What follows belongs to an exercise in optimizing a design on an open flow for small area, a short achievable clock period and few clock cycles per item; a production flow would make more cautious choices.
In this exercise RTL edits were held to simulation tests only and were not proved equivalent to the original.
Power and IR drop assume default switching activity.

Design page_frame_replacement, start of the top module:
module page_frame_replacement (
  input  wire                          clk,
  input  wire                          rst_n,
  input  wire                          start,
  output logic                         busy,
  input  wire  [pfr_pkg::AddrBits-1:0] in_virtual_address,
  input  wire                          in_is_write,
  output logic                         out_valid,
  output logic                         out_hit,
  output logic [3:0]                   out_frame,
  output logic                         out_evicted,
  output logic [19:0]                  out_victim_page,
  output logic                         out_victim_dirty,
  input  wire                          cfg_we,
  input  wire                          cfg_index,
  input  wire  [pfr_pkg::CfgBits-1:0]  cfg_data
);
Size in the first run: about 2500 cells after synthesis, ~570 flip-flops, ~72 I/O pins, about 0.027 sq mm of cells after synthesis.
==> flow/config.mk <==
export PLATFORM = sky130hd
export DESIGN_NAME = page_frame_replacement
export DESIGN_NICKNAME = page_frame_replacement
export VERILOG_FILES = /design/flow/design.v
export SDC_FILE = /design/flow/constraint.sdc
export NUM_CORES = 4
export LEC_CHECK = 0
export ABC_CLOCK_PERIOD_IN_PS = 3500
export CAP_MARGIN = 20
export CORE_MARGIN = 2
export CORE_UTILIZATION = 55
export SETUP_SLACK_MARGIN = 4.5
export SLEW_MARGIN = 20
==> flow/constraint.sdc <==
create_clock -name core_clock -period 8.0 [get_ports {clk}]
set_input_delay 1.6000 -clock core_clock [delete_from_list [all_inputs] [get_ports {clk}]]
set_output_delay 1.6000 -clock core_clock [all_outputs]
set_load 0.01 [all_outputs]
standard.sh (not shown) runs the stock make flow with config.mk's settings and CLKGATE_MAP_FILE= SYNTH_SCRIPT=/design/flow/synth_recipe.tcl, a recipe that flattens the netlist after the stock synthesis.
==> flow/flow/run.sh <==
#!/bin/bash
bash standard.sh MATCH_CELL_FOOTPRINT=0 finish > standard.log 2>&1
Testbench counts at the start, summed over its fixed seeds: cycles 96,048, items 48,000.
==> next run, changes <==
ABC_CLOCK_PERIOD_IN_PS = not set   (was 3500)
CTS_BUF_LIST = sky130_fd_sc_hd__clkbuf_4 sky130_fd_sc_hd__clkbuf_8   (was not set)
CTS_CLUSTER_SIZE = 30   (was not set)
SETUP_SLACK_MARGIN = 4.85   (was 4.5)
Result: Wire length came out higher by 2.0%. Die area stays the same. Hold slack hardly moves. Cell area came out higher by 3.8%.
==> next run, changes <==
CORE_UTILIZATION = 60   (was 55)
CTS_BUF_LIST = sky130_fd_sc_hd__clkbuf_8 sky130_fd_sc_hd__clkbuf_16   (was sky130_fd_sc_hd__clkbuf_4 sky130_fd_sc_hd__clkbuf_8)
CTS_CLUSTER_DIAMETER = 60   (was not set)
CTS_CLUSTER_SIZE = 40   (was 30)
Final cell count falls by 3.6%.
Clock-buffer cell count is lower by 101.
Clock skew barely changes.
Total power is lower by 8.1%.
Final area falls by 1.8%.
==> next run, changes <==
CORE_UTILIZATION = 55   (was 60)
CTS_BUF_LIST = not set   (was sky130_fd_sc_hd__clkbuf_8 sky130_fd_sc_hd__clkbuf_16)
CTS_CLUSTER_DIAMETER = not set   (was 60)
CTS_CLUSTER_SIZE = not set   (was 40)
SETUP_SLACK_MARGIN = 4.7   (was 4.85)
What happened: Register-to-register slack got worse by 0.11 ns; worst hold slack improved by 0.0063 ns; core utilization fell by 5.8 points.
==> next run, changes <==
==> flow/run.sh (new file) <==
#!/bin/bash
# synth_recipe.tcl (not shown) runs the flow's synth.tcl, then flattens the netlist and writes it again
# the make line also repeats each setting of config.mk as NAME=value (left out here)
make -C /OpenROAD-flow-scripts/flow DESIGN_CONFIG=/design/flow/config.mk WORK_HOME=/design/flow/orfs CLKGATE_MAP_FILE= SYNTH_SCRIPT=/design/flow/synth_recipe.tcl finish
SETUP_SLACK_MARGIN = 4.0   (was 4.7)
removed: flow/flow/run.sh
removed: flow/standard.sh
The changed run completed with no timing, DRC or antenna violations; register-to-register slack loses 0.53 ns; final area decreases by 2.5%; setup slack loses 0.57 ns; core utilization decreases by 1.6 points; global-route usage decreases by 0.24 points; non-clock buffer count decreases by 43; total power decreases by 0.32%; routed wire length decreases by 0.76%; fmax decreases by 14%; sequential share of layout area increases by 0.98 points; count of clock-buffer cells in the layout stays the same.

---

== run A ==
page_frame_replacement again, from the RTL that the note above started with.
Settings: LEC_CHECK=0, CAP_MARGIN=20, CORE_MARGIN=2, CORE_UTILIZATION=55, CTS_BUF_LIST=sky130_fd_sc_hd__clkbuf_8 sky130_fd_sc_hd__clkbuf_16, CTS_CLUSTER_DIAMETER=60, CTS_CLUSTER_SIZE=40, SETUP_SLACK_MARGIN=4.85, SLEW_MARGIN=20; clock period 8.0 ns.
==> flow/flow/run.sh <==
#!/bin/bash
bash standard.sh MATCH_CELL_FOOTPRINT=0 finish > standard.log 2>&1
Testbench counts of run A, summed over its fixed seeds: cycles 96,048, items 48,000.
Changes in run B relative to run A:
# run A
export LEC_CHECK = 0
export CAP_MARGIN = 20
export CORE_MARGIN = 2
export CORE_UTILIZATION = 55
export CTS_BUF_LIST = sky130_fd_sc_hd__clkbuf_8 sky130_fd_sc_hd__clkbuf_16
export CTS_CLUSTER_DIAMETER = 60
export CTS_CLUSTER_SIZE = 40
export SETUP_SLACK_MARGIN = 4.85
export SLEW_MARGIN = 20
create_clock -name core_clock -period 8.0 [get_ports {clk}]
# run B
export LEC_CHECK = 0
export ABC_CLOCK_PERIOD_IN_PS = 3500
export CAP_MARGIN = 20
export CORE_MARGIN = 2
export CORE_UTILIZATION = 55
export SETUP_SLACK_MARGIN = 4.5
export SLEW_MARGIN = 20
create_clock -name core_clock -period 8.0 [get_ports {clk}]
==> flow/run.sh (new file) <==
#!/bin/bash
# synth_recipe.tcl (not shown) runs the flow's synth.tcl, then flattens the netlist and writes it again
# the make line also repeats each setting of config.mk as NAME=value (left out here)
make -C /OpenROAD-flow-scripts/flow DESIGN_CONFIG=/design/flow/config.mk WORK_HOME=/design/flow/orfs CLKGATE_MAP_FILE= SYNTH_SCRIPT=/design/flow/synth_recipe.tcl finish
removed: flow/flow/run.sh
removed: flow/standard.sh
Notes after the runs:
Run B completed end to end with timing, DRC and antenna clean.
Going from run A to run B, internal cell power grows by 9.8%.
Total via count in the routed design: run B vs run A down about 0.56%
From run A to run B the numbers moved as follows: smallest setup slack after layout fell by 0.39 ns; routed wirelength normalized by instance count fell by 0.39 um; worst-case reg-to-reg path depth fell by 3; worst setup skew after layout fell by 0.019 ns; number of enable-type register cells in the synthesized netlist stayed essentially flat.
What run C does differently from run B at the input level:
# run B
export LEC_CHECK = 0
export ABC_CLOCK_PERIOD_IN_PS = 3500
export CAP_MARGIN = 20
export CORE_MARGIN = 2
export CORE_UTILIZATION = 55
export SETUP_SLACK_MARGIN = 4.5
export SLEW_MARGIN = 20
create_clock -name core_clock -period 8.0 [get_ports {clk}]
# run C
export LEC_CHECK = 0
export CAP_MARGIN = 20
export CORE_MARGIN = 2
export CORE_UTILIZATION = 55
export CTS_BUF_LIST = sky130_fd_sc_hd__clkbuf_8
export CTS_CLUSTER_DIAMETER = 45
export CTS_CLUSTER_SIZE = 30
export SETUP_SLACK_MARGIN = 4.85
export SLEW_MARGIN = 20
create_clock -name core_clock -period 8.0 [get_ports {clk}]
==> flow/flow/run.sh (new file) <==
#!/bin/bash
bash standard.sh MATCH_CELL_FOOTPRINT=0 finish > standard.log 2>&1
==> flow/standard.sh (new file) <==
#!/bin/bash
# synth_recipe.tcl (not shown) runs the flow's synth.tcl, then flattens the netlist and writes it again
# the make line also repeats each setting of config.mk as NAME=value (left out here)
make -C /OpenROAD-flow-scripts/flow DESIGN_CONFIG=/design/flow/config.mk WORK_HOME=/design/flow/orfs CLKGATE_MAP_FILE= SYNTH_SCRIPT=/design/flow/synth_recipe.tcl "${@:-finish}"
removed: flow/run.sh
### Flow results
On run C: layout cell share with drive strength beyond 1 is 6.2 points higher than what run B gave. The number of buffers created by CTS number comes out higher for run C vs run B. When run C is measured against run B, its signed area change from the synthesized netlist to the final layout turns out 3.9 points higher. In terms of number of pins with negative max-slew slack in the final report, run C and run B differ only marginally. In the flow results for run C and run B, the via count is larger on run C. Run C vs run B — sequential cell area share dropped 1.4 points. Looking at slew of the pin with the lowest slew margin, run C sits 0.058 ns below run B. Of run C and run B, the higher fraction of standard cell area in multi-input logic belongs to run C. Run C ran to completion and came out clean on the timing, design-rule and antenna checks. The setup slack of run C is larger than that of run B. Relative to run B, met2 track utilization from global routing has increased by 0.37 points in run C. Run comparison: run B endpoint of the most critical setup path match_r[9]; run C endpoint of the most critical setup path match_r[4]. Run C vs. run B: multi-input combinational cell area went up by about 4%.
#### Input delta (run D over run C)
# run C
export LEC_CHECK = 0
export CAP_MARGIN = 20
export CORE_MARGIN = 2
export CORE_UTILIZATION = 55
export CTS_BUF_LIST = sky130_fd_sc_hd__clkbuf_8
export CTS_CLUSTER_DIAMETER = 45
export CTS_CLUSTER_SIZE = 30
export SETUP_SLACK_MARGIN = 4.85
export SLEW_MARGIN = 20
create_clock -name core_clock -period 8.0 [get_ports {clk}]
# run D
export LEC_CHECK = 0
export CAP_MARGIN = 20
export CORE_MARGIN = 2
export CORE_UTILIZATION = 55
export SETUP_SLACK_MARGIN = 4.85
export SLEW_MARGIN = 20
create_clock -name core_clock -period 8.0 [get_ports {clk}]
- Run D finished end to end and its layout was clean on timing, DRC and antenna.
- The non-clock buffer count in run D was lower than what run C gave.
- Run D: critical path depth 4 above run C
- Taking run C as the reference, in run D final weighted congestion in routability-driven placement shows no meaningful change; global-route usage over all layers saw little to no change; routed via count -76; post-detailed-route via-to-cell ratio climbed about 0.8%; met3 wire length decreased by 3.3% relative to the old numbers.
- Run D vs run C — path depth of the worst reg2reg path dropped 3.
- Looking at post-route cell area across both flows, run D is the weaker of the two, with run C ahead.
- Status: total number of sequential cells parity (run D, run C)
- Post-CTS clock slew at the launch and capture registers of the worst setup and hold paths delta (run C -> run D): insignificant

## re-timing with driven ports
The flow's constraints put no driver on any port. The routed layouts listed below were extracted and timed again, unchanged, in two steps.
Step 1: set_driving_cell puts a clkbuf_16 on clk and a buf_2 on each other input, an assumption about the parent block.
Step 2 adds t to the input delays and takes it off the output delays; t is the mean of the earliest and latest rising clock arrival at the registers after step 1. Input paths then give back, and output paths get back, about the clock's delay inside the block.
a / b / c = ideal ports / drivers / drivers and shift; a / b = the first two.
run | t (ns) | setup slack, ns | worst setup path after step 2 | cell pins on the clock port's net
the first run of note 1 | 0.705 | 4.430 / 4.467 / 3.763 | input to register | 1
the second run of note 1 | 0.768 | 4.781 / 4.807 / 4.049 | input to register | 1
the third run of note 1 | 0.665 | 4.813 / 4.800 / 4.199 | input to register | 1
the fourth run of note 1 | 0.707 | 4.571 / 4.612 / 3.905 | input to register | 1
the fifth run of note 1 | 0.708 | 3.997 / 4.036 / 3.328 | input to register | 1
run A | 0.688 | 4.785 / 4.803 / 4.132 | input to register | 1
run B | 0.708 | 4.392 / 4.431 / 3.723 | input to register | 1
run C | 0.752 | 4.724 / 4.762 / 4.010 | input to register | 1
run D | 0.706 | 4.809 / 4.805 / 4.146 | input to register | 1
After both steps setup and hold are still met in every run listed. The setup slack of the second run of note 1, which loses most, moves by +0.026 ns with the drivers and by -0.732 ns with both steps.
